What follows belongs to an exercise in optimizing a design on an open flow for small area, a short achievable clock period and few clock cycles per item; a production flow would make more cautious choices. At most, simulation tests tie the RTL to the original design; equivalence was not proved. For runs 3 and 4, only the layout was checked, not whether the RTL still works.

## flow/design.v (module list and top-level ports; edited modules follow where they fit)
// module fx_mul_cs: 3069 lines
// module fx_add_ci: 294 lines
// module velocity_reflector: 218 lines
module velocity_reflector #(
  parameter int unsigned WIDTH      = billiard_fx_pkg::WIDTH,
  parameter int unsigned FRAC_WIDTH = billiard_fx_pkg::FRAC_WIDTH
) (
  input  logic             clk,
  input  logic             rst_n,
  input  logic             in_valid,
  output logic             in_ready,
  input  logic [WIDTH-1:0] vx,
  input  logic [WIDTH-1:0] vy,
  input  logic [WIDTH-1:0] nx,
  input  logic [WIDTH-1:0] ny,
  output logic             out_valid,
  input  logic             out_ready,
  output logic [WIDTH-1:0] vx_out,
  output logic [WIDTH-1:0] vy_out,
  output logic             out_reflected,
  output logic             out_sat
);
  // ...
==> flow/flow/run.sh <==
#!/bin/bash
set -euo pipefail
MARGIN=$(cat flow/margin.txt)
bash standard.sh SETUP_SLACK_MARGIN=$MARGIN finish > standard_flow.log 2>&1
==> flow/flow/margin.txt <==
10.5
==> flow/standard.sh <==
#!/bin/bash
# synth_recipe.tcl (not shown) runs the flow's synth.tcl, then flattens the netlist and writes it again
# the make line also repeats each setting of config.mk as NAME=value (left out here)
make -C /OpenROAD-flow-scripts/flow DESIGN_CONFIG=/design/flow/config.mk WORK_HOME=/design/flow/orfs CLKGATE_MAP_FILE= SYNTH_SCRIPT=/design/flow/synth_recipe.tcl "${@:-finish}"
==> flow/config.mk <==
export PLATFORM = sky130hd
export DESIGN_NAME = velocity_reflector
export DESIGN_NICKNAME = velocity_reflector
export VERILOG_FILES = /design/flow/design.v
export SDC_FILE = /design/flow/constraint.sdc
export NUM_CORES = 4
export LEC_CHECK = 0
export ABC_AREA = 1
export CAP_MARGIN = 20
export CORE_MARGIN = 2
export CORE_UTILIZATION = 40
export PLACE_DENSITY = 0.6
export SLEW_MARGIN = 20
==> flow/constraint.sdc <==
create_clock -name core_clock -period 16.0 [get_ports {clk}]
set_input_delay 3.2000 -clock core_clock [delete_from_list [all_inputs] [get_ports {clk}]]
set_output_delay 3.2000 -clock core_clock [all_outputs]
set_load 0.01 [all_outputs]
==> reports/summary.md, run 1 <==
The met2 track utilization from global routing is 53.0%. For this design, the slowest cell found on the critical path is nor4_4. Entering global routing, the biggest net connects 76 pins.

Via count of the first global-routing pass: 82309. The leading register cell type out of synthesis was edfxtp_1. Of the total synthesized cell area, the portion taken by XOR and XNOR cells is 11.6%. Leaving out fill and tap cells, the most frequent cell in the layout is nand2_1. The tools report the final critical-path setup slack as 10.15 ns.

Capturing instance or port of the critical path: b_vy[3][16]. Relative to the synthesized area, the layout overhead comes to 32.3%.

In this run the deepest clock path goes through 3 buffers. The share of synthesized area spent on multiplexers came out at 0%. The run finished with no timing, DRC or antenna violations. The tools report the element type at the critical path start as a flip-flop. The setup check on the worst reg-to-reg path leaves a slack of 10.15 ns. Total grt overflow: 0. The tree built by TritonCTS fans out to 814 sinks. The summed instance area of the synthesized netlist is 84900 µm². The synthesized netlist devotes 25.1% of its cell area to adder and majority cells. The share of synthesized area in the top cell type comes to 21.9%. Counting flops and latches in the post-synthesis netlist gives 814. The tools report the share of the core filled with cells in the final layout as 53.1%.

The endpoint of the lowest-slack register-to-register path is b_vy[3][16]. The repair_antennas step left the layout with diodes totalling 11. The biggest cell category by area in the final layout is multi-input gates.

STA classifies the critical path endpoint as a flip-flop. The run gives 112000 µm² as the cell area after layout. The dominant combinational cell family by area after synthesis was adder cells.

Number of maximum-capacitance constraint violations: 0. The violation count after the first detailed-routing iteration came out at 13054. The antenna violation net count after detailed routing was 0.

In the final layout, the multi-input gates occupy 64300 µm². Hold repair after CTS inserted 0 buffers. Clock root buffer: clkbuf_16.
Testbench counts, summed over its fixed seeds: cycles 3,698, items 2,400.
==> run 2, diff against run 1 <==
==> flow/flow/margin.txt (replaced) <==
9.5
==> run 2 against run 1 <==
Compared with the run above:
- maximum frequency decreased by 9.5%
- synthesized area unchanged
- hold slack got worse by 0.0025 ns
- non-clock buffer count down 596
- first-iteration DRC count decreased by 18%
- count of clock-buffer cells in the layout did not move
- die area stayed put
- critical path type unchanged
- utilization fell by 7.8 points
==> reports/summary.md, run 2 <==
The basic-gate share of the synthesized area counting and, or, nand and nor cells was 12.7%; the half-perimeter wire length after detailed placement was 241000 µm. The pre-antenna-repair detailed-routing pass consisted of 9 iterations. The sequential cells in the finished layout cover a total of 22700 µm². Async set-or-reset flop fraction in the synthesized netlist: 3.56%.

The xor-xnor portion of the synthesized cell area was 11.6% (unchanged). The gate count of the mapped netlist was 9493. Setup repair after global routing left no endpoint under its margin.

The synthesized netlist devotes 16.2% of its cell area to compound gates. The vias per cell works out to 6.28. Buffers placed on the I/O ports in this run total 199. For the area of placed instances, the log shows 89900 µm².

Setup violations remaining at the end of the flow were counted as 0. Final critical-path setup slack: 9.54 ns (-0.612 ns). Yosys instantiated no cell more often than nand2_1. The tools report the summed instance area of the synthesized netlist as 84900 µm² (unchanged). The top cell types in the final layout, fill and taps aside, are nand2_1, xor2_1, o22ai_1, fa_1, inv_1. The run gives 0.85 ns as the clock network latency to the later pin of the worst-skew pair. The cell area after layout is 95700 µm² (-15%), and the total nets after synthesis is 10815.

For the antenna violation net count after detailed routing, the log shows 0 (unchanged). The tools report the total global-route track usage as 32.7%. Relative max-transition margin: 13.2%. TritonCTS built the clock tree.

The largest net degree at the start of global routing came out at 75 (-1.3%). By instance count, the cell type seen most on the critical path is fa_1.

The buffers plus inverters on the worst setup path was 5. After clock tree synthesis, the clock-pin slew on the worst setup and hold paths is 0.06 ns. The final routed wire length divided by cell count was 29.7 µm. In the routed design, unresolved DRC markers number 0. After synthesis, the largest family of logic cells by area is adder cells.

In the post-synthesis netlist, the biggest area contributors are edfxtp_1, fa_1, xor2_1, o22ai_1, nand2_1. The run gives 0 (unchanged) as the number of maximum-capacitance constraint violations. The run finished with no timing, DRC or antenna violations. CTS placed an instance of clkbuf_16 at the clock tree root.

The tools report the total I/O pin count as 200. The worst hold path belongs to the class reg2reg. The share of synthesized area spent on multiplexers came out at 0% (unchanged). Based on the critical path, the design can be clocked at up to 0.155 GHz.

The maximum level of the CTS H-tree is 3. The number of synthesized register bits was 814 (unchanged). The worst path in the final design needs a cycle of 6.46 ns, including I/O delays and setup.

The adder and majority cell fraction of the synthesized area works out to 25.1% (unchanged). The clock net sink count was 814 (unchanged). For this run, the number of Yosys warnings is 5.

The largest stage delay on the critical path is 0.71 ns, and the worst hold margin is 0.447 ns. The starting utilization of the core area came out at 40.1%. The signal arrival time at the worst endpoint is 7.08 ns. For the number of antenna violations at the first check in global routing, the log shows 26.

For the number of vias after detailed routing, the log shows 77054. The post-route netlist has 9.04% of its cells at a drive strength greater than 1. After the last flow step, the layout net total stands at 10693. Summed over all failing endpoints, the final setup total negative slack is 0 ns. Slowest cell on the critical path: dfrtp_4.

The tools report the final number of hold-violating endpoints as 0. The kind of cell with the highest combined delay on the critical path is adder cells. Once layout is complete, the cells apart from fillers number 12274. Clock skew on the completed layout was measured at 0.136 ns.

The final worst-path cycle share was 40.4%; the data required time of the worst path was 16.61 ns. For the total grt overflow, the log shows 0 (unchanged). STA classifies the critical path endpoint as a flip-flop.

The most area-hungry cell type in the Yosys netlist was edfxtp_1. The worst setup path is of the reg2reg kind. After synthesis, flip-flops and latches occupy 26.7% of the total area. The netlist uses 65 different library cells. STA classifies the critical path startpoint as a flip-flop. The mean area per synthesized cell was 8.94 µm². The pre-CTS setup slack was 6.74 ns; the overall die height was 465 µm.

The violation count after the first detailed-routing iteration was 10723 (-18%); the clock buffer count from CTS was 96. For the pin with the worst max-slew slack, the measured transition is 1.30 ns. The most common cell after layout, fill and taps aside was nand2_1. Compared with the post-synthesis result, the final layout area differs by 12.8%.

Summed over all layers, the routed wires come to 364000 µm. The critical-path maximum fanout was 28. Including well taps, the total number of placed cells is 12006. The most used flip-flop cell after synthesis is edfxtp_1.

The maximum count of clock buffers along a single path came out at 3 (unchanged). Yosys mapped a number of flops with a built-in enable equal to 620. Die outline area: 216000 µm². Walking the worst path, the cells encountered are inv_1 -> buf_4 -> o22ai_1 -> a211oi_4 -> buf_4 -> o22ai_1 -> xor2_1 -> inv_1 -> fa_1 -> fa_1 -> fa_1 -> fa_1 -> fa_1 -> fa_1 -> inv_1.

By count the netlist is led by nand2_1, xor2_1, o22ai_1, inv_1, fa_1. From left edge to right edge, the die measures 465 µm. The first global-routing pass estimated 525000 µm of wire.

The run gives 169 as the number of standard-cell rows in the floorplan. The via count of the first global-routing pass was 76644 (-6.9%); the routability-driven placement congestion ratio was 1.00. The tools report the count of pins over their slew limit as 0. The total area of multi-input combinational cells was 57600 µm² (-10%); the area share of the largest cell type after synthesis was 21.9% (unchanged). The count of hold-fix buffers inserted at cts was 0 (unchanged).

The area of the core was 211000 µm². The tools report the count of fill cells added during filler insertion as 20353.
==> run 2: cell counts after synthesis <==
No cell type changed its count.
==> run 2: layout make-up <==
cell class              instances  area share [%]
well taps                    2821            3.69
inverters                     909            3.69
flip-flops and latches        814            23.7
diodes                          8          0.0209
repair buffers                483            5.22
repair inverters                3          0.0235
multi-input cells            7064            60.2
clock inverters                46           0.714
clock buffers                 126            2.73
==> run 2: routing by layer <==
layer / GRT usage [%] / vias to the layer above / wire length [µm]
li1: - / 32096 / -
met3: 8.93 / 1532 / 45700
met4: 19.1 / 32 / 25800
met1: 42.5 / 37672 / 137000
met2: 48.8 / 5722 / 155000
met5: 0 / - / 205
==> run 2: cell families (layout without fill, tap and decap cells) <==
| group | after synthesis | in the layout |
|---|---|---|
| AO/OA/AOI/OAI | 2169 | 2169 |
| XOR/XNOR | 1125 | 1125 |
| adder cells (fa/ha/maj) | 1190 | 1190 |
| buffers and inverters | 1622 | 1567 |
| flip-flops | 814 | 814 |
| other | 0 | 8 |
| AND/OR/NAND/NOR | 2573 | 2580 |
==> run 2: worst paths after layout <==
kind	from	to	slack (ns)	cells past startpoint
max reg2reg	sel_a[3]	s_hc2[0]	9.54	15
max in group asynchronous	rst_n	sel_b[1]	12.60	2
min in group asynchronous	rst_n	bw[3]	2.82	2
max	sel_a[3]	s_hc2[0]	9.54	15
min reg2reg	p_bank[0]	s_bank[0]	0.45	2
min	p_bank[0]	s_bank[0]	0.45	2
==> run 2: stage by stage <==
step | utilization [%]
final | 45.3
after detailed placement | 42.5
after CTS | 44.7
after global routing | 45.3
after global placement | 42.5
after floorplan | -
==> run 2: worst reg2reg max path, delay by kind of cell, from the launching register on <==
family                   cells  cell delay [ns]
adder cells (fa/ha/maj)      6             3.21
buffers and inverters        5             1.09
AO/OA/AOI/OAI                3             1.07
flip-flops                   1             0.71
XOR/XNOR                     1             0.16
==> run 2: timing repair <==
action | in CTS | in global routing
resized for setup | 169 | 193
pin swaps | 10 | 37
cloned | 14 | 8
buffers inserted | 22 | 44
endpoints found under the setup margin | 482 | 582
endpoints found under the hold margin | 0 | 0
==> module velocity_reflector, before the edit <==
module velocity_reflector #(
  parameter int unsigned WIDTH      = billiard_fx_pkg::WIDTH,
  parameter int unsigned FRAC_WIDTH = billiard_fx_pkg::FRAC_WIDTH
) (
  input  logic             clk,
  input  logic             rst_n,
  input  logic             in_valid,
  output logic             in_ready,
  input  logic [WIDTH-1:0] vx,
  input  logic [WIDTH-1:0] vy,
  input  logic [WIDTH-1:0] nx,
  input  logic [WIDTH-1:0] ny,
  output logic             out_valid,
  input  logic             out_ready,
  output logic [WIDTH-1:0] vx_out,
  output logic [WIDTH-1:0] vy_out,
  output logic             out_reflected,
  output logic             out_sat
);
  localparam int unsigned HW = 2 * WIDTH - FRAC_WIDTH;   
  localparam int unsigned NB = 4;                        
  localparam logic [WIDTH-1:0] POS_LIM = {1'b0, {(WIDTH-1){1'b1}}};
  localparam logic [WIDTH-1:0] NEG_LIM = {1'b1, {(WIDTH-1){1'b0}}};
  logic [NB-1:0]    bv;       
  logic [NB-1:0]    bw;       
  logic [NB-1:0]    bd;       
  logic [NB-1:0]    b_refl, b_sat;
  logic [WIDTH-1:0] b_vx [NB];
  logic [WIDTH-1:0] b_vy [NB];
  logic [WIDTH-1:0] b_nx [NB];
  logic [WIDTH-1:0] b_ny [NB];
  logic [1:0]       tail, head, iss;    
  logic             p_v;
  logic [1:0]       p_bank;
  logic [WIDTH-1:0] p_k;
  logic             sel_k;
  logic [NB-1:0]    sel_a, sel_b;
  logic             p_v_n;
  logic [1:0]       iss_n, a_bank_n;
  logic [1:0]       a_bank;
  logic             a_v, a_op2;
  logic [WIDTH-1:0] m1_a, m1_b, m2_a, m2_b;
  localparam int unsigned LG = (FRAC_WIDTH + 3) / 4;      
  logic [HW-1:0]    hs1, hc1, hs2, hc2, p1_unused, p2_unused;
  logic             lc1_unused, lc2_unused;
  logic [LG-1:0]    lg1, lp1, lg2, lp2;
  logic             s_v, s_op2;
  logic [1:0]       s_bank;
  logic [HW-1:0]    s_hs1, s_hc1, s_hs2, s_hc2;
  logic [LG-1:0]    s_lg1, s_lp1, s_lg2, s_lp2;
  logic             s_lc1, s_lc2;
  logic [HW-1:0]    p1, p2;
  logic [WIDTH-1:0] f1, f2, d, k, r_x, r_y, s_vx, s_vy;
  logic [WIDTH:0]   sum, dif_x, dif_y;
  logic             m1_sat, m2_sat, neg, dbl_sat, sat_1, sat_2, s_sat;
  logic             s_done, s_to2;
  logic [WIDTH-1:0] res_x, res_y;
  logic             res_refl, res_sat;
  logic             out_free, take_bank, take_byp, take;
  function automatic logic [WIDTH:0] add_sat(input logic [WIDTH-1:0] a,
                                             input logic [WIDTH-1:0] b,
                                             input logic             sub);
    logic [WIDTH:0] s;
    if (sub) s = {a[WIDTH-1], a} - {b[WIDTH-1], b};
    else     s = {a[WIDTH-1], a} + {b[WIDTH-1], b};
    if (s[WIDTH] != s[WIDTH-1]) add_sat = {1'b1, (s[WIDTH] ? NEG_LIM : POS_LIM)};
    else                        add_sat = {1'b0, s[WIDTH-1:0]};
  endfunction
  function automatic logic low_carry(input logic [LG-1:0] g, input logic [LG-1:0] p);
    logic [3:0] g1, p1;
    logic [1:0] g2, p2;
    for (int i = 0; i < 4; i++) begin
      g1[i] = g[2*i+1] | (p[2*i+1] & g[2*i]);
      p1[i] = p[2*i+1] & p[2*i];
    end
    for (int i = 0; i < 2; i++) begin
      g2[i] = g1[2*i+1] | (p1[2*i+1] & g1[2*i]);
      p2[i] = p1[2*i+1] & p1[2*i];
    end
    low_carry = g2[1] | (p2[1] & g2[0]);
  endfunction
  assign a_op2  = p_v;
  assign a_bank = p_v ? p_bank : iss;
  assign a_v    = p_v || bw[iss];
  always_comb begin
    m1_a = {WIDTH{sel_k}} & p_k;
    m2_a = {WIDTH{sel_k}} & p_k;
    m1_b = '0;
    m2_b = '0;
    for (int i = 0; i < NB; i++) begin
      m1_a = m1_a | ({WIDTH{sel_a[i]}} & b_vx[i]);
      m2_a = m2_a | ({WIDTH{sel_a[i]}} & b_vy[i]);
      m1_b = m1_b | ({WIDTH{sel_b[i]}} & b_nx[i]);
      m2_b = m2_b | ({WIDTH{sel_b[i]}} & b_ny[i]);
    end
  end
  assign p_v_n    = s_to2;
  assign iss_n    = (!p_v && bw[iss]) ? iss + 2'd1 : iss;
  assign a_bank_n = p_v_n ? s_bank : iss_n;
  fx_mul_cs u_mul1 (.a(m1_a), .b(m1_b), .hs(hs1), .hc(hc1), .lc(lc1_unused),
                    .lg(lg1), .lp(lp1), .p(p1_unused));
  fx_mul_cs u_mul2 (.a(m2_a), .b(m2_b), .hs(hs2), .hc(hc2), .lc(lc2_unused),
                    .lg(lg2), .lp(lp2), .p(p2_unused));
  assign s_lc1 = low_carry(s_lg1, s_lp1);
  assign s_lc2 = low_carry(s_lg2, s_lp2);
  fx_add_ci u_add1 (.a(s_hs1), .b(s_hc1), .ci(s_lc1), .s(p1));
  fx_add_ci u_add2 (.a(s_hs2), .b(s_hc2), .ci(s_lc2), .s(p2));
  assign m1_sat = ~((&p1[HW-1:WIDTH-1]) | ~(|p1[HW-1:WIDTH-1]));
  assign m2_sat = ~((&p2[HW-1:WIDTH-1]) | ~(|p2[HW-1:WIDTH-1]));
  assign f1     = m1_sat ? (p1[HW-1] ? NEG_LIM : POS_LIM) : p1[WIDTH-1:0];
  assign f2     = m2_sat ? (p2[HW-1] ? NEG_LIM : POS_LIM) : p2[WIDTH-1:0];
  assign s_vx   = b_vx[s_bank];
  assign s_vy   = b_vy[s_bank];
  assign s_sat  = b_sat[s_bank];
  always_comb begin
    sum     = add_sat(f1, f2, 1'b0);
    d       = sum[WIDTH-1:0];
    neg     = d[WIDTH-1];
    dbl_sat = d[WIDTH-1] != d[WIDTH-2];
    k       = dbl_sat ? (d[WIDTH-1] ? NEG_LIM : POS_LIM) : {d[WIDTH-2:0], 1'b0};
    sat_1   = m1_sat | m2_sat | sum[WIDTH] | (neg & dbl_sat);
  end
  always_comb begin
    dif_x = add_sat(s_vx, f1, 1'b1);
    dif_y = add_sat(s_vy, f2, 1'b1);
    r_x   = dif_x[WIDTH-1:0];
    r_y   = dif_y[WIDTH-1:0];
    sat_2 = s_sat | m1_sat | m2_sat | dif_x[WIDTH] | dif_y[WIDTH];
  end
  assign s_to2    = s_v && !s_op2 && neg;
  assign s_done   = s_v && (s_op2 || !neg);
  assign res_x    = s_op2 ? r_x : s_vx;
  assign res_y    = s_op2 ? r_y : s_vy;
  assign res_refl = s_op2;
  assign res_sat  = s_op2 ? sat_2 : sat_1;
  assign out_free  = !out_valid || out_ready;
  assign take_bank = out_free && bd[head];
  assign take_byp  = out_free && !bd[head] && s_done && (s_bank == head);
  assign take      = take_bank || take_byp;
  assign in_ready  = !bv[tail];
  always_ff @(posedge clk or negedge rst_n) begin
    if (!rst_n) begin
      bv        <= '0;
      bw        <= '0;
      bd        <= '0;
      tail      <= '0;
      head      <= '0;
      iss       <= '0;
      p_v       <= 1'b0;
      s_v       <= 1'b0;
      sel_k     <= 1'b0;
      sel_a     <= 4'b0001;
      sel_b     <= 4'b0001;
      out_valid <= 1'b0;
    end else begin
      if (!p_v && bw[iss]) begin
        bw[iss] <= 1'b0;
        iss     <= iss + 2'd1;
      end
      p_v <= s_to2;
      sel_k <= p_v_n;
      for (int i = 0; i < NB; i++) begin
        sel_a[i] <= !p_v_n && (iss_n == 2'(i));
        sel_b[i] <= a_bank_n == 2'(i);
      end
      s_v <= a_v;
      if (s_done && !take_byp) bd[s_bank] <= 1'b1;
      if (take) begin
        bv[head] <= 1'b0;
        bd[head] <= 1'b0;
        head     <= head + 2'd1;
      end
      if (out_free) out_valid <= take;
      if (in_valid && in_ready) begin
        bv[tail] <= 1'b1;
        bw[tail] <= 1'b1;
        tail     <= tail + 2'd1;
      end
    end
  end
  always_ff @(posedge clk) begin
    s_op2  <= a_op2;
    s_bank <= a_bank;
    s_hs1  <= hs1;
    s_hc1  <= hc1;
    s_lg1  <= lg1;
    s_lp1  <= lp1;
    s_lg2  <= lg2;
    s_lp2  <= lp2;
    s_hs2  <= hs2;
    s_hc2  <= hc2;
    if (s_to2) begin
      p_bank <= s_bank;
      p_k    <= k;
    end
    for (int i = 0; i < NB; i++) begin
      if (in_ready && tail == 2'(i)) begin
        b_vx[i] <= vx;
        b_vy[i] <= vy;
        b_nx[i] <= nx;
        b_ny[i] <= ny;
      end else if (s_done && !take_byp && s_bank == 2'(i)) begin
        b_vx[i]   <= res_x;
        b_vy[i]   <= res_y;
        b_refl[i] <= res_refl;
        b_sat[i]  <= res_sat;
      end else if (s_to2 && s_bank == 2'(i)) begin
        b_sat[i] <= sat_1;
      end
    end
    if (take) begin
      vx_out        <= take_bank ? b_vx[head]   : res_x;
      vy_out        <= take_bank ? b_vy[head]   : res_y;
      out_reflected <= take_bank ? b_refl[head] : res_refl;
      out_sat       <= take_bank ? b_sat[head]  : res_sat;
    end
  end
endmodule
==> run 3, diff against run 2 <==
--- a/flow/design.v
+++ b/flow/design.v
@@ -3527,7 +3527,4 @@
       p_v       <= 1'b0;
       s_v       <= 1'b0;
-      sel_k     <= 1'b0;
-      sel_a     <= 4'b0001;
-      sel_b     <= 4'b0001;
       out_valid <= 1'b0;
     end else begin
@@ -3537,9 +3534,4 @@
       end
       p_v <= s_to2;
-      sel_k <= p_v_n;
-      for (int i = 0; i < NB; i++) begin
-        sel_a[i] <= !p_v_n && (iss_n == 2'(i));
-        sel_b[i] <= a_bank_n == 2'(i);
-      end
       s_v <= a_v;
       if (s_done && !take_byp) bd[s_bank] <= 1'b1;
@@ -3558,4 +3550,9 @@
   end
   always_ff @(posedge clk) begin
+    sel_k <= p_v_n;
+    for (int i = 0; i < NB; i++) begin
+      sel_a[i] <= !p_v_n && (iss_n == 2'(i));
+      sel_b[i] <= a_bank_n == 2'(i);
+    end
     s_op2  <= a_op2;
     s_bank <= a_bank;
--- a/flow/config.mk
+++ b/flow/config.mk
@@ -7,7 +7,7 @@
 export LEC_CHECK = 0
 export ABC_AREA = 1
-export CAP_MARGIN = 20
+export CAP_MARGIN = 0
 export CORE_MARGIN = 2
 export CORE_UTILIZATION = 40
 export PLACE_DENSITY = 0.6
-export SLEW_MARGIN = 20
+export SLEW_MARGIN = 0
==> run 3 against run 2 <==
Compared with the run above:
- still clean
- synthesized area increased by 0.26%
- clock skew is 0.066 ns lower
- register-to-register slack about the same
- hold slack gained 0.011 ns
- critical endpoint is now vy_out[18]
- highest routed layer unchanged
==> reports/summary.md, run 3 <==
The run gives 0 (unchanged) as the count of pins over their slew limit. The number of vias after detailed routing came out at 77220 (+0.22%). Setup repair after global routing could not meet its margin everywhere. The element type at the critical path start is a flip-flop. For the violation count after the first detailed-routing iteration, the log shows 10323 (-3.7%). The die boundary width works out to 465 µm (+0.13%).

The endpoint identified for the worst register-to-register timing path is vy_out[18]. For the largest net degree at the start of global routing, the log shows 93 (+24%). The share of layout cells above drive strength 1 is 9.54% (+0.50 points). The setup-violating endpoint count in the final report came out at 0 (unchanged). Count of hold-fix buffers inserted at cts: 0 (unchanged). The logs give 9465 (-0.29%) for the gate count of the mapped netlist and 0.458 ns (+0.0109 ns) for the worst hold margin. TritonCTS built the clock tree.

Most area-hungry cell type in the Yosys netlist: edfxtp_1. Ranked by total cell area, the synthesized netlist is headed by edfxtp_1, fa_1, xor2_1, o22ai_1, nand2_1. The startpoint identified for the worst hold timing path is p_bank[1]. The half-perimeter wire length after detailed placement is 234000 µm (-2.6%), and the minimum clock period is 6.47 ns (+0.00346 ns).

The total global-route track usage is 32.1% (-0.64 points). The async set-or-reset flop fraction in the synthesized netlist came out at 2.58% (-0.99 points). The measured slew at the worst slew-check pin is 1.22 ns (-0.0790 ns), and the final number of hold-violating endpoints is 0 (unchanged).

The flow ran to the end and the layout has no timing, DRC or antenna violations. The final worst-path cycle share was 40.4% (about the same). The run gives 815 (+0.12%) as the clock net sink count. In this run the top signal layer used is met5.

Signed area change from the synthesized netlist to the final layout: 12.6%. The worst setup path is of the reg2reg kind. The overall die height works out to 465 µm (+0.13%). The portion of the post-synthesis area used by sequential elements was 26.6% (-0.095 points); the summed instance area of the synthesized netlist was 85100 µm² (+0.26%). Signal arrival time at the worst endpoint: 6.88 ns (-0.20 ns). Final routed wirelength across all metal layers: 358000 µm (-1.6%).

The total I/O pin count is 200 (unchanged). For the clock network latency to the later pin of the worst-skew pair, the log shows 0.78 ns (-0.07 ns). Number of library cell types mapped by synthesis: 68 (+4.6%). The yosys synthesis warning count was 5 (unchanged). Slowest cell on the critical path: a21oi_1. The starting utilization of the core area was 40.2% (about the same). The library cells used most frequently in the layout, excluding fill and tap cells, are nand2_1, xor2_1, o22ai_1, inv_1, fa_1. The most repeated cell in the gate-level netlist after synthesis is nand2_1. The run gives 518000 µm (-1.4%) as the wire length of the first global-routing pass. The area of placed instances came out at 90100 µm² (+0.20%). Ranked by instance count, the synthesized netlist is headed by nand2_1, xor2_1, o22ai_1, inv_1, fa_1. The most common cell after layout, fill and taps aside was nand2_1. Critical path endpoint category: a flip-flop. The achievable clock frequency came out at 0.155 GHz (about the same). The leading register cell type out of synthesis was edfxtp_1.

The via count of the first global-routing pass came out at 76803 (+0.21%). The share of the core filled with cells in the final layout is 45.2% (-0.048 points), and the critical-path maximum fanout is 32 (+14%). Wire length on met2: 148000 µm (-4.6%). For the met3 layer wire length in the routed design, the log shows 50800 µm (+11%). The largest stage delay on the critical path was 0.81 ns (+0.10 ns); the maximum count of clock buffers along a single path was 3 (unchanged). The total grt overflow is 0 (unchanged), and the routability-driven placement congestion ratio is 0.981 (-2.0%). Register clock-pin slew on the reported worst setup and hold paths: 0.06 ns (about the same).

For the total nets after synthesis, the log shows 10787 (-0.26%). The number of maximum-capacitance constraint violations is 0 (unchanged). The final routed wire length divided by cell count was 29.3 µm (-1.4%). In this run the critical register-to-register path is launched from s_bank[0].

The count of input and output buffers was 199 (unchanged); the maximum level of the CTS H-tree was 3 (unchanged). The vias per cell was 6.30 (+0.39%). The final worst clock skew was 0.0696 ns (-0.0664 ns); the clock buffer count from CTS was 95 (-1.0%). The die outline area was 216000 µm² (+0.26%); the worst hold path cell count was 2 (unchanged). The run gives 169 (unchanged) as the number of standard-cell rows in the floorplan. The data required time of the worst path was 16.41 ns (-0.20 ns).

The cell sitting at the root of the clock tree is a clkbuf_16. The setup total negative slack is 0 ns (unchanged). The worst reg-to-reg path cell count is 20 (+5). The tools report the antenna violation net count after detailed routing as 0 (unchanged).

For hold timing, the worst endpoint is s_bank[1]. The signal on the critical path passes through buf_4 -> nand2_1 -> buf_4 -> clkinv_1 -> buf_4 -> a221oi_1 -> a21oi_1 -> ha_1 -> a21oi_1 -> o21ai_0 -> a21oi_1 -> nor2_1 -> nor2_1 -> nand3_1 -> nand2_4 -> o21ai_4 -> inv_4 -> o21ai_2 -> nand3_1 -> o21ai_0. The cell area after layout came out at 95800 µm² (about the same). The number of remaining DRC errors came out at 0 (unchanged). The number of antenna violations at the first check in global routing was 34 (+31%); the number of enable-type register cells in the synthesized netlist was 620 (unchanged). The tools report the number of optimization iterations in the first detailed-route pass as 9 (unchanged). The minimum setup slack among reg-to-reg paths was 9.53 ns (about the same); the number of synthesized register bits was 815 (+0.12%). The mean area per synthesized cell is 8.99 µm² (+0.55%). The logs give 212000 µm² (+0.20%) for the area of the core and 16.3% (+3.2 points) for the relative max-transition margin. The area share of the largest cell type after synthesis was 21.9% (-0.056 points).

Worst min-delay path category: reg2reg. The tools report the count of nets after finishing as 10666 (-0.25%). The detailed-route wire length on metal 1 is 135000 µm (-1.3%).
[run 3: cell count changes after synthesis, moves of 59 or more]
cell | before | now
nand2_1 | 1673 | 1566
inv_1 | 871 | 935
nand3_1 | 410 | 294
o21ai_2 | 47 | 115
buf_2 | 291 | 232
[run 3: worst max path at each step]
stage | startpoint | end | slack (ns) | cells past startpoint
3_3_place_gp | s_hs1[22] | p_k[5] | 7.19 | 33
3_5_place_dp | s_hs1[21] | p_k[15] | 6.87 | 33
2_1_floorplan | s_hs1[9] | b_vx[1][0] | 9.53 | 37
4_1_cts | s_hs2[3] | b_vy[1][18] | 9.48 | 40
6_report | s_bank[0] | vy_out[18] | 9.53 | 20
5_1_grt | s_hs2[16] | p_k[20] | 9.45 | 35
[run 3: cells by family after synthesis]
family          after synthesis  share of synthesized area [%]
compound gates             2314                           17.4
xor+xnor                   1132                           11.7
fa+ha+maj                  1190                           25.0
flops                       815                           26.6
mux                           6                         0.0706
simple gates               2313                           11.2
buf+inv                    1695                           7.96
[run 3: routing by layer]
metal  vias up  GRT usage, %
li1      31993             -
met1     37674          42.3
met2      6043          46.3
met3      1486          10.6
met4        24          17.5
met5         -        0.0878
[run 3: area by class of cell]
cell class,instances,area (µm²)
antenna,10,25.0
clock buffer,120,2610
clock inverter,55,709
fill,20295,116000
inverter,977,3770
multi-input combinational,6970,57400
sequential,815,22600
tap,2821,3530
timing repair buffer,483,5050
timing repair inverter,2,16.3
[run 3: critical path, delay by kind of cell (launching register included)]
| family | cells | cell delay, ns |
|---|---|---|
| compound gates | 8 | 2.31 |
| fa+ha+maj | 1 | 0.48 |
| buf+inv | 5 | 2.11 |
| flops | 1 | 0.43 |
| simple gates | 6 | 0.68 |
[run 3: stage by stage]
step	setup WS (ns)	cells
floorplan	9.53	9465
global placement	7.19	11973
detailed placement	6.87	11973
CTS	9.48	12190
global route	9.45	12244
finish	9.53	12253
[run 3: timing repair]
action                                  in CTS  in global routing
endpoints found under the setup margin     555                442
gates resized for setup                    170                156
cloned                                      16                 17
setup buffers                               26                 36
pin swaps                                   10                 20
==> run 4, diff against run 3 <==
==> flow/flow/margin.txt (replaced) <==
9
==> run 4 against run 3 <==
Compared with the run above:
- routed wire length is 1.5% lower
- clock skew is 0.0099 ns lower
- maximum frequency is 6.9% lower
- utilization is 0.65 points lower
- sequential cell count stayed put
- critical path depth is 1 lower
==> reports/summary.md, run 4 <==
The run gives 0 (unchanged) as the count of pins over their slew limit. The summed instance area of the synthesized netlist was 85100 µm² (unchanged); the number of cells after detailed placement was 11972 (-0.0084%). The commonest cells after synthesis are nand2_1, xor2_1, o22ai_1, inv_1, fa_1.

The final worst-path cycle share came out at 43.4% (+3.0 points). The setup-violating endpoint count in the final report came out at 0 (unchanged). For the maximum level of the CTS H-tree, the log shows 3 (unchanged). The number of synthesized register bits is 815 (unchanged). The run gives 0 (unchanged) as the final number of hold-violating endpoints. Count of input and output buffers: 199 (unchanged). The tools report the clock net sink count as 815 (unchanged).

The run gives 21.5% (+5.2 points) as the relative max-transition margin. TritonCTS built the clock tree. In this run the worst hold path is classified as reg2reg.

The share of layout cells above drive strength 1 is 8.74% (-0.80 points). edfxtp_1 takes more of the synthesized area than any other cell. Setup repair after global routing left no endpoint under its margin. The via count of the first global-routing pass came out at 75997 (-1.0%). Async set-or-reset flop fraction in the synthesized netlist: 2.58% (unchanged). The critical path ends at s_lg1[6]. The routability-driven placement congestion ratio is 1.00 (+2.0%). The xor-xnor portion of the synthesized cell area works out to 11.7% (unchanged). The achievable clock frequency was 0.144 GHz (-6.9%). For the number of maximum-capacitance constraint violations, the log shows 0 (unchanged). The final worst clock skew was 0.0596 ns (-0.00994 ns); the overall die height was 465 µm (unchanged). Signal arrival time at the worst endpoint: 7.59 ns (+0.71 ns). The area of placed instances was 90100 µm² (about the same); the total I/O pin count was 200 (unchanged).

The wire length of the first global-routing pass is 513000 µm (-0.87%). The endpoint identified for the worst register-to-register timing path is s_lg1[6]. The number of standard-cell rows in the floorplan was 169 (unchanged).

The kind of cell with the highest combined delay along the critical path is adder cells. The total number of cells along the worst setup path was 19 (-5.0%); the minimum setup slack among reg-to-reg paths was 9.05 ns (-0.48 ns). The run gives 3 (unchanged) as the maximum count of clock buffers along a single path. The most frequent cell on the critical path is fa_1.

The die boundary width is 465 µm (unchanged), and the largest net degree at the start of global routing is 71 (-24%). The number of optimization iterations in the first detailed-route pass is 7 (-2), and the final routed wire length divided by cell count is 28.9 µm (-1.1%). Number of vias after detailed routing: 75998 (-1.6%). The total global-route track usage is 31.7% (-0.33 points). The run gives 0.79 ns (about the same) as the clock network latency to the later pin of the worst-skew pair.

The portion of the post-synthesis area used by sequential elements is 26.6% (unchanged), and the count of hold-fix buffers inserted at cts is 0 (unchanged). The yosys synthesis warning count is 5 (unchanged). The final cell count without fillers is 12202 (-0.42%). The area share of the largest cell type after synthesis was 21.9% (unchanged).

The antenna violation net count after detailed routing was 0 (unchanged); the number of enable-type register cells in the synthesized netlist was 620 (unchanged). The logs give 10787 (unchanged) for the total nets after synthesis and 40.2% (unchanged) for the starting utilization of the core area. Traced cell by cell, the critical path runs through buf_12 -> a22o_1 -> nor2_4 -> buf_4 -> inv_2 -> o21ai_2 -> nand2_1 -> nand2_2 -> o22ai_1 -> xor2_1 -> fa_1 -> fa_1 -> fa_1 -> fa_1 -> fa_1 -> inv_1 -> ha_1 -> nand2_1 -> o21ai_0. The cell area after layout was 94400 µm² (-1.4%); the die outline area was 216000 µm² (unchanged).

The number of antenna violations at the first check in global routing is 31 (-8.8%). The logs give 9647 (-6.5%) for the violation count after the first detailed-routing iteration and 68 (unchanged) for the number of library cell types mapped by synthesis. Buffers plus inverters on the worst setup path: 4 (-1). In the synthesized netlist the dominant register cell turns out to be edfxtp_1.

The count of nets after finishing is 10614 (-0.49%), and the clock buffer count from CTS is 97 (+2.1%). The launch instance of the worst min-delay path is p_bank[1]. The tools report the area of the core as 212000 µm² (unchanged). The worst register-to-register path begins at sel_b[2]. The basic-gate share of the synthesized area counting and, or, nand and nor cells came out at 11.2% (unchanged).

The worst setup path is of the reg2reg kind. The library cells used most frequently in the layout, excluding fill and tap cells, are nand2_1, xor2_1, o22ai_1, inv_1, fa_1. The compound-cell area share of the yosys netlist is 17.4% (unchanged).

The register clock-pin slew on the reported worst setup and hold paths is 0.06 ns (about the same). The run gives 16.64 ns (+0.23 ns) as the data required time of the worst path. For the count of fill cells added during filler insertion, the log shows 20539 (+1.2%).

The most repeated cell in the gate-level netlist after synthesis is nand2_1. The tools report the gate count of the mapped netlist as 9465 (unchanged). STA classifies the critical path startpoint as a flip-flop. Half-perimeter wire length after detailed placement: 235000 µm (+0.16%). The number of remaining DRC errors was 0 (unchanged); the signed area change from the synthesized netlist to the final layout was 11.0%. The adder and majority cell fraction of the synthesized area is 25.0% (unchanged).

The vias per cell works out to 6.23 (-1.2%). The minimum clock period was 6.95 ns (+0.482 ns); the mean area per synthesized cell was 8.99 µm² (unchanged). The total grt overflow came out at 0 (unchanged). The most common cell after layout, fill and taps aside is nand2_1. The critical-path maximum fanout came out at 64 (+100%).

Tracing the worst setup path back leads to its startpoint at sel_b[2]. For the setup total negative slack, the log shows 0 ns (unchanged). The critical path endpoint category is a flip-flop. The share of the core filled with cells in the final layout was 44.6% (-0.65 points); the share of synthesized area spent on multiplexers was 0.0706% (unchanged).

The largest stage delay on the critical path is 0.69 ns (-0.12 ns). The tools report the final routed wirelength across all metal layers as 353000 µm (-1.5%). Clock tree synthesis selected as its root buffer the cell clkbuf_16.

The slowest stage of the critical path belongs to the cell nand2_2. The measured slew at the worst slew-check pin is 1.18 ns (-0.0464 ns), and the worst reg-to-reg path cell count is 19 (-5.0%). The run finished with no timing, DRC or antenna violations. After synthesis, the largest family of logic cells by area is adder cells. By area the synthesized netlist is led by edfxtp_1, fa_1, xor2_1, o22ai_1, nand2_1.
run 4: cells by family (layout without fill, tap and decap cells):
group,count (synthesis),in the layout
compound gates,2314,2314
simple gates,2313,2320
buf+inv,1695,1594
fa+ha+maj,1190,1190
xor+xnor,1132,1132
flops,815,815
mux,6,6
other cells,0,10
run 4: final cells by class:
type / count / area, µm² / area share, %
diodes: 10 / 25.0 / 0.0265
well taps: 2821 / 3530 / 3.74
clock inverters: 51 / 582 / 0.616
clock buffers: 127 / 2680 / 2.83
multi-input cells: 6962 / 57100 / 60.5
flip-flops and latches: 815 / 22600 / 24.0
repair inverters: 1 / 7.51 / 0.00795
repair buffers: 438 / 4140 / 4.38
inverters: 977 / 3730 / 3.95
run 4: worst register-to-register path, delay by kind of cell (launching register included):
| kind | cells | cell delay [ns] |
|---|---|---|
| AO/OA/AOI/OAI | 4 | 1.32 |
| XOR/XNOR | 1 | 0.20 |
| adder cells (fa/ha/maj) | 6 | 2.83 |
| buffers and inverters | 4 | 1.19 |
| flip-flops | 1 | 0.32 |
| AND/OR/NAND/NOR | 4 | 0.96 |
run 4: repair_timing:
action,in CTS,in global routing
resized for setup,62,72
setup endpoints to repair,421,396
setup buffers,17,13
cloned,8,4
pin swaps,2,8
run 4: worst min-delay path by stage:
| stage | end | depth (start not counted) |
|---|---|---|
| detailed placement | s_bank[1] | 2 |
| floorplan | s_bank[0] | 2 |
| global placement | s_bank[0] | 2 |
| global route | bw[1] | 2 |
| CTS | s_bank[1] | 2 |
| finish | s_bank[1] | 2 |
run 4: per-layer routing:
| metal | wire, µm | up-vias | share of wire, % | track usage (%) |
|---|---|---|---|---|
| met2 | 148000 | 5532 | 42 | 46.2 |
| met4 | 21100 | 28 | 6.0 | 16.3 |
| met5 | 193 | - | 0.055 | 0 |
| met1 | 135000 | 37292 | 38 | 41.7 |
| li1 | - | 31835 | - | - |
| met3 | 48000 | 1311 | 14 | 10.8 |
run 4: per-stage QoR:
step | worst slack (ns) | hold slack, ns
2_1_floorplan | 9.40 | 0.422
6_report | 9.05 | 0.487
4_1_cts | 9.00 | 0.485
3_3_place_gp | 6.88 | 0.456
5_1_grt | 8.98 | 0.516
3_5_place_dp | 6.49 | 0.452
==> run 5, diff against run 4 <==
--- a/flow/design.v
+++ b/flow/design.v
@@ -3565,8 +3565,6 @@
     s_hs2  <= hs2;
     s_hc2  <= hc2;
-    if (s_to2) begin
-      p_bank <= s_bank;
-      p_k    <= k;
-    end
+    p_bank <= s_bank;
+    p_k    <= k;
     for (int i = 0; i < NB; i++) begin
       if (in_ready && tail == 2'(i)) begin
==> flow/flow/margin.txt (replaced) <==
9.0
--- a/flow/config.mk
+++ b/flow/config.mk
@@ -7,7 +7,7 @@
 export LEC_CHECK = 0
 export ABC_AREA = 1
-export CAP_MARGIN = 0
+export CAP_MARGIN = 20
 export CORE_MARGIN = 2
 export CORE_UTILIZATION = 40
 export PLACE_DENSITY = 0.6
-export SLEW_MARGIN = 0
+export SLEW_MARGIN = 20
==> run 5 against run 4 <==
Compared with the run above:
- register-to-register slack better by 0.07 ns
- still clean on timing, DRC and antenna
- routed wire length up 3.1%
- global-route usage up 1.1 points
- utilization up 0.11 points
- first-iteration DRC count up 0.37%
- critical path type unchanged
- cell count down 0.37%
- critical path depth up 1
- via count down 0.66%
- maximum frequency up 0.98%
- critical endpoint unchanged
- highest routed layer unchanged
==> reports/summary.md, run 5 <==
The flow ran to the end and the layout has no timing, DRC or antenna violations. The setup-violating endpoint count in the final report was 0 (unchanged). The measured slew at the worst slew-check pin works out to 1.17 ns (-0.0107 ns). In the synthesized netlist, the cells that appear most often are nand2_1, xor2_1, o22ai_1, inv_1, fa_1.

The mean area per synthesized cell is 8.95 µm² (-0.49%). The minimum clock period is 6.88 ns (-0.0677 ns). The clock net sink count was 815 (unchanged). The minimum setup slack among reg-to-reg paths is 9.12 ns (+0.07 ns). The tools report the count of pins over their slew limit as 0 (unchanged).

The setup total negative slack was 0 ns (unchanged). The most repeated cell in the gate-level netlist after synthesis is nand2_1. The count of input and output buffers is 199 (unchanged). The worst reg-to-reg path cell count came out at 20 (+1). The worst setup path is of the reg2reg kind. The tools report the summed instance area of the synthesized netlist as 84200 µm² (-1.1%).

For the number of vias after detailed routing, the log shows 75499 (-0.66%). The number of remaining DRC errors came out at 0 (unchanged). The number of optimization iterations in the first detailed-route pass was 8 (+1).

The die outline area was 214000 µm² (-1.1%); the count of fill cells added during filler insertion was 20147 (-1.9%). The maximum level of the CTS H-tree is 3 (unchanged), and the register clock-pin slew on the reported worst setup and hold paths is 0.06 ns (about the same). The number of antenna violations at the first check in global routing came out at 20 (-35%).

The critical-path maximum fanout works out to 32 (-50%). Among all flip-flop cells after synthesis, the most frequent one is edfxtp_1. For the wire length of the first global-routing pass, the log shows 523000 µm (+2.0%). Setup repair after global routing left no endpoint under its margin. The yosys synthesis warning count was 5 (unchanged); the violation count after the first detailed-routing iteration was 9683 (+0.37%).

The vias per cell came out at 6.21 (-0.29%). The startpoint identified for the worst register-to-register timing path is sel_a[0]. The clock buffer count from CTS came out at 96 (-1.0%). Most area-hungry cell type in the Yosys netlist: edfxtp_1.

The gate count of the mapped netlist was 9410 (-0.58%); the number of synthesized register bits was 815 (unchanged). The portion of the post-synthesis area used by sequential elements is 26.5% (-0.12 points). The logs give 0 (unchanged) for the total grt overflow and 10582 (-0.30%) for the count of nets after finishing. Endpoint of the lowest-slack register-to-register path: s_lg1[6]. The number of maximum-capacitance constraint violations was 0 (unchanged).

The relative max-transition margin is 22.2% (+0.72 points), and the share of layout cells above drive strength 1 is 8.30% (-0.44 points). The final number of hold-violating endpoints was 0 (unchanged). The logs give 89300 µm² (-0.87%) for the area of placed instances and 364000 µm (+3.1%) for the final routed wirelength across all metal layers. The tools report the antenna violation net count after detailed routing as 0 (unchanged). TritonCTS built the clock tree. For the half-perimeter wire length after detailed placement, the log shows 246000 µm (+4.7%). For the final critical-path setup slack, the log shows 9.12 ns (+0.0677 ns). Signal arrival time at the worst endpoint: 7.49 ns (-0.10 ns). Sorting the synthesized cells by area gives the leading types as edfxtp_1, fa_1, xor2_1, o22ai_1, nand2_1. The overall die height came out at 463 µm (-0.53%). The die boundary width was 463 µm (-0.53%); the clock network latency to the later pin of the worst-skew pair was 0.78 ns (about the same). The via count of the first global-routing pass was 76547 (+0.72%). The final worst-path cycle share is 43.0% (-0.42 points), and the signed area change from the synthesized netlist to the final layout is 11.1%. The async set-or-reset flop fraction in the synthesized netlist came out at 2.58% (unchanged). The most critical setup path has its startpoint at sel_a[0]. The total nets after synthesis is 10732 (-0.51%).

The cell area after layout was 93500 µm² (-0.94%); the number of library cell types mapped by synthesis was 65 (-4.4%). The area of the core came out at 209000 µm² (-1.2%). Starting utilization of the core area: 40.2% (+0.047 points). The logs give 16.60 ns (-0.04 ns) for the data required time of the worst path and 168 (-0.59%) for the number of standard-cell rows in the floorplan. The critical path ends at s_lg1[6]. The achievable clock frequency was 0.145 GHz (+0.98%). The min-delay analysis places its worst path in the category reg2reg.

The pre-CTS setup slack is 6.95 ns (+0.459 ns). Leaving out fill and tap cells, the most frequent cells in the layout are nand2_1, xor2_1, o22ai_1, inv_1, fa_1. The logs give 0.0764 ns (+0.0168 ns) for the final worst clock skew and 32.9% (+1.1 points) for the total global-route track usage. The number of enable-type register cells in the synthesized netlist is 586 (-5.5%).

The worst setup path is launched from a flip-flop. The area share of the largest cell type after synthesis is 20.9% (-0.98 points). The tools report the largest net degree at the start of global routing as 89 (+25%). Final routed wire length divided by cell count: 29.9 µm (+3.5%). The critical path endpoint category is a flip-flop.

The routability-driven placement congestion ratio came out at 0.978 (-2.3%). The tools report the maximum count of clock buffers along a single path as 3 (unchanged). Total I/O pin count: 200 (unchanged). In this run the clock root is driven by a clkbuf_16.

Leaving out fill and tap cells, the most frequent cell in the layout is nand2_1.
-- run 5: metal layers --
metal / routed length (µm) / vias up / global-route usage, % / part of all wire, %
li1: - / 31643 / - / -
met1: 138000 / 37083 / 42.1 / 38
met2: 155000 / 5377 / 48.9 / 43
met3: 45500 / 1380 / 9.75 / 13
met4: 25200 / 16 / 19.7 / 6.9
met5: 114 / - / 0 / 0.031
-- run 5: kinds of logic after synthesis --
| logic type | count (synthesis) | synth area share (%) |
|---|---|---|
| buffers and inverters | 1685 | 7.99 |
| and+or+nand+nor | 2204 | 10.7 |
| adders and majority gates | 1190 | 25.3 |
| DFF | 815 | 26.5 |
| xor gates and xnor gates | 1149 | 12.0 |
| AOI/OAI and AO/OA | 2367 | 17.6 |
-- run 5: through the flow --
stage / util [%] / instances / hold WS [ns]
4_1_cts: 44.4 / 12116 / 0.439
3_3_place_gp: 42.7 / 11924 / 0.424
2_1_floorplan: - / 9410 / 0.375
5_1_grt: 44.7 / 12149 / 0.475
6_report: 44.7 / 12157 / 0.439
3_5_place_dp: 42.7 / 11924 / 0.421
-- run 5: layout make-up --
class	instances	area [µm²]	share of cell area (%)
diodes	11	27.5	0.0294
clock buffers	120	2540	2.72
clock inverters	59	679	0.726
inverters	970	3690	3.95
multi-input cells	6917	56400	60.4
flip-flops and latches	815	22300	23.9
well taps	2805	3510	3.75
repair buffers	458	4290	4.59
repair inverters	2	12.5	0.0134
-- run 5: worst min path at each step --
stage,startpoint,to,slack [ns],depth (start not counted)
after floorplan,s_bank[0],p_bank[0],0.38,0
after global placement,p_bank[1],s_bank[1],0.42,2
after detailed placement,p_bank[0],s_bank[0],0.42,2
after CTS,p_bank[0],s_bank[0],0.44,2
after global routing,p_bank[1],s_bank[1],0.48,2
final,p_bank[0],s_bank[0],0.44,2
-- run 5: what timing repair did --
action	in CTS	in global routing
endpoints found under the setup margin	409	396
gates cloned	6	10
hold buffers	0	0
buffers inserted	7	20
pin swaps	5	8
resized for setup	49	55
-- run 5: critical path, cell delays in order, from the launching register on --
cell      delay [ns]
dfxtp_2         0.31
buf_4           0.31
inv_1           0.26
buf_4           0.36
buf_4           0.43
o21ai_0         0.23
a211oi_4        0.22
buf_6           0.34
o22ai_1         0.18
xor2_1          0.18
ha_1            0.37
fa_1            0.54
inv_1           0.06
fa_1            0.51
fa_1            0.47
fa_1            0.52
fa_1            0.58
inv_1           0.06
ha_1            0.28
nand2_1         0.07
o21ai_0         0.34
Testbench counts of run 5, summed over its fixed seeds: cycles 3,698, items 2,400.
==> run 6, diff against run 5 <==
==> flow/flow/margin.txt (replaced) <==
9.5
==> run 6 against run 5 <==
Compared with the run above:
- still clean
- cell count is 0.22% higher
- critical path depth is 2 lower
- utilization is 0.48 points higher
- clock skew is 0.023 ns lower
- critical endpoint is now s_lg1[7]
==> reports/summary.md, run 6 <==
The run finished with no timing, DRC or antenna violations. The data required time of the worst path is 16.55 ns (-0.05 ns), and the register clock-pin slew on the reported worst setup and hold paths is 0.06 ns (about the same). For the portion of the post-synthesis area used by sequential elements, the log shows 26.5% (unchanged). Clock net sink count: 815 (unchanged).

The slowest cell on the critical path is fa_1. For the total nets after synthesis, the log shows 10732 (unchanged). The mean area per synthesized cell is 8.95 µm² (unchanged). The number of vias after detailed routing was 75879 (+0.50%); the count of pins over their slew limit was 0 (unchanged).

Largest stage delay on the critical path: 0.57 ns (about the same). The start-to-end type of the worst setup path is reg2reg. The worst reg-to-reg path cell count came out at 18 (-10%). The antenna violation net count after detailed routing is 0 (unchanged). The wire length on met2 is 159000 µm (+2.6%), and the number of enable-type register cells in the synthesized netlist is 586 (unchanged).

Most area-hungry cell type in the Yosys netlist: edfxtp_1. On the critical path the largest part of the delay comes from adder cells. The clock buffer count from CTS is 93 (-3.1%), and the critical-path maximum fanout is 35 (+9.4%). Setup total negative slack: 0 ns (unchanged). The logs give 214000 µm² (unchanged) for the die outline area and 9 (+1) for the number of optimization iterations in the first detailed-route pass. In this run the top signal layer used is met5. STA classifies the critical path startpoint as a flip-flop. The minimum clock period came out at 6.51 ns (-0.369 ns).

The relative max-transition margin came out at 16.9% (-5.4 points). TritonCTS built the clock tree. The tools report the starting utilization of the core area as 40.2% (unchanged). The overall die height is 463 µm (unchanged), and the routability-driven placement congestion ratio is 1.01 (+2.9%).

The via count of the first global-routing pass was 76650 (+0.13%). In this run the worst setup path terminates at s_lg1[7]. Count of input and output buffers: 199 (unchanged). The most frequent cell on the critical path was fa_1. For the detailed-route wire length on metal 1, the log shows 140000 µm (+1.3%). The async set-or-reset flop fraction in the synthesized netlist was 2.58% (unchanged); the count of fill cells added during filler insertion was 20209 (+0.31%). The vias per cell is 6.23 (+0.28%). Ranked by instance count, the synthesized netlist is headed by nand2_1, xor2_1, o22ai_1, inv_1, fa_1. The tools report the final routed wirelength across all metal layers as 370000 µm (+1.5%). For the yosys synthesis warning count, the log shows 5 (unchanged). The clock network latency to the later pin of the worst-skew pair is 0.75 ns (-0.03 ns). The tools report the total global-route track usage as 33.4% (+0.52 points).

Setup repair after global routing could not meet its margin everywhere. The startpoint of the worst setup timing path was sel_b[3]. The maximum level of the CTS H-tree is 3 (unchanged). Share of layout cells above drive strength 1: 9.24% (+0.94 points). Setup-violating endpoint count in the final report: 0 (unchanged). The count of hold-fix buffers inserted at cts came out at 0 (unchanged).

Worst min-delay path category: reg2reg. The summed instance area of the synthesized netlist is 84200 µm² (unchanged). The tools report the number of antenna violations at the first check in global routing as 20 (unchanged). The total I/O pin count came out at 200 (unchanged). The gate count of the mapped netlist came out at 9410 (unchanged). The minimum setup slack among reg-to-reg paths is 9.49 ns (+0.37 ns). The met3 layer wire length in the routed design was 47300 µm (+3.9%); the count of nets after finishing was 10620 (+0.36%). In the post-synthesis netlist, the cell with the most instances is nand2_1. The measured slew at the worst slew-check pin is 1.23 ns (+0.0672 ns). The leading register cell type out of synthesis is edfxtp_1.

The largest net degree at the start of global routing came out at 83 (-6.7%). For the achievable clock frequency, the log shows 0.154 GHz (+5.7%). For the wire length of the first global-routing pass, the log shows 530000 µm (+1.3%). The run gives 0 (unchanged) as the number of remaining DRC errors. Relative to the synthesized area, the layout overhead comes to 12.3%.

The final routed wire length divided by cell count is 30.3 µm (+1.3%). The violation count after the first detailed-routing iteration was 10126 (+4.6%). Yosys attributes the largest share of cell area to edfxtp_1, fa_1, xor2_1, o22ai_1, nand2_1.

Final worst-path cycle share: 40.7% (-2.3 points). The library cells used most frequently in the layout, excluding fill and tap cells, are nand2_1, xor2_1, o22ai_1, inv_1, fa_1. The final worst clock skew is 0.0530 ns (-0.0234 ns).

The tools report the launching point of the worst reg2reg path as sel_b[3]. The final number of hold-violating endpoints is 0 (unchanged), and the signal arrival time at the worst endpoint is 7.06 ns (-0.43 ns). The number of synthesized register bits works out to 815 (unchanged). The half-perimeter wire length after detailed placement was 247000 µm (+0.52%).

The maximum count of clock buffers along a single path was 3 (unchanged). Die boundary width: 463 µm (unchanged). STA classifies the critical path endpoint as a flip-flop.

The clock root buffer was clkbuf_16. The area of the core was 209000 µm² (unchanged). Buffers plus inverters on the worst setup path: 4 (-3). Walking the worst path, the cells encountered are buf_12 -> a22o_1 -> nor2_4 -> buf_6 -> inv_4 -> o21ai_1 -> nand2_1 -> nand2_4 -> o22ai_1 -> xor2_1 -> fa_1 -> fa_1 -> fa_1 -> fa_1 -> inv_1 -> fa_1 -> ha_1 -> a21o_1. The run gives 168 (unchanged) as the number of standard-cell rows in the floorplan. Leaving out fill and tap cells, the most frequent cell in the layout is nand2_1.

The endpoint of the lowest-slack register-to-register path is s_lg1[7]. The total number of cells along the worst setup path was 18 (-10%); the total grt overflow was 0 (unchanged). The area share of the largest cell type after synthesis works out to 20.9% (unchanged). The number of library cell types mapped by synthesis was 65 (unchanged); the number of maximum-capacitance constraint violations was 0 (unchanged).
-- run 6: area by class of cell --
| class | instances | area [µm²] | area share (%) |
|---|---|---|---|
| diodes | 3 | 7.51 | 0.00794 |
| flip-flops and latches | 815 | 22300 | 23.6 |
| clock inverters | 47 | 533 | 0.564 |
| well taps | 2805 | 3510 | 3.71 |
| clock buffers | 126 | 2700 | 2.86 |
| repair inverters | 3 | 17.5 | 0.0185 |
| inverters | 970 | 3710 | 3.92 |
| multi-input cells | 6919 | 56700 | 60.0 |
| repair buffers | 496 | 5000 | 5.29 |
-- run 6: worst min-delay path by stage --
stage,from,slack [ns],end,cells past startpoint
after floorplan,s_bank[0],0.38,p_bank[0],0
after global placement,p_bank[0],0.42,s_bank[0],2
after detailed placement,p_bank[0],0.43,s_bank[0],2
after CTS,p_bank[0],0.44,s_bank[0],2
after global routing,p_bank[1],0.51,s_bank[1],2
final,p_bank[0],0.44,s_bank[0],2
-- run 6: worst register-to-register path, stage by stage (launching register included) --
cell and delay, ns:
dfxtp_4 0.43, buf_12 0.21, a22o_1 0.45, nor2_4 0.11, buf_6 0.44, inv_4 0.28
o21ai_1 0.21, nand2_1 0.13, nand2_4 0.47, o22ai_1 0.18, xor2_1 0.20, fa_1 0.57
fa_1 0.45, fa_1 0.48, fa_1 0.55, inv_1 0.06, fa_1 0.50, ha_1 0.31
a21o_1 0.32
-- run 6: routing by layer --
| layer | GRT usage [%] | vias to the layer above |
|---|---|---|
| met2 | 50.6 | 5578 |
| met1 | 43.2 | 37275 |
| met5 | 0 | - |
| met4 | 17.5 | 16 |
| met3 | 9.48 | 1294 |
| li1 | - | 31716 |
-- run 6: through the flow --
stage | setup WS [ns] | util [%] | instance area (µm²) | hold WS [ns] | instances
2_1_floorplan | 9.53 | - | 84200 | 0.375 | 9410
3_3_place_gp | 6.83 | 42.6 | 89300 | 0.416 | 11918
3_5_place_dp | 6.58 | 42.6 | 89300 | 0.427 | 11919
4_1_cts | 9.50 | 44.6 | 93500 | 0.442 | 12133
5_1_grt | 9.45 | 45.1 | 94500 | 0.505 | 12182
6_report | 9.49 | 45.2 | 94500 | 0.444 | 12184
-- run 6: cell families (layout without fill, tap and decap cells) --
kind of cell,count (synthesis),count (layout),share of synthesized area [%]
buf+inv,1685,1642,7.99
xor+xnor,1149,1149,12.0
fa+ha+maj,1190,1190,25.3
flops,815,815,26.5
other cells,0,3,0
compound gates,2367,2367,17.6
simple gates,2204,2213,10.7
-- run 6: repair_timing --
action                     CTS  global route
pin swaps                   12            17
cloned                      14            12
setup endpoints to repair  484           434
setup buffers               27            36
gates resized for setup    112           126

[static timing again, ports no longer ideal]
No port has a modelled driver above. Below, the same layouts with a new extraction and two added sets of constraints.
Step 1, drivers: a clkbuf_16 drives clk and a buf_2 each remaining input, both assumed.
Step 2 times the ports against the registers' clock, not the clock port: input delays grow and output delays shrink by t, the midpoint of the rising clock arrivals with the driver on.
Slacks: no drivers / after step 1 / after step 2; pairs: no drivers / after step 1.
run	t (ns)	setup slack, ns	clock arrival spread, ns	worst slew at a driven data input, ns	pins driven straight from the clock port
run 1	0.860	10.148 / 10.148 / 9.977	0.128 / 0.128	0.18	1
run 2	0.875	9.536 / 9.536 / 9.536	0.141 / 0.140	0.21	1
run 3	0.843	9.532 / 9.532 / 9.432	0.070 / 0.069	0.16	1
run 4	0.853	9.050 / 9.050 / 9.050	0.059 / 0.059	0.20	1
run 5	0.844	9.118 / 9.118 / 9.118	0.080 / 0.079	0.17	1
run 6	0.815	9.487 / 9.487 / 9.487	0.053 / 0.053	0.28	1
After both steps every run listed still meets setup and hold. For run 1, which loses most, drivers alone change the setup slack by 0.000 ns; drivers and shift together by -0.171 ns.
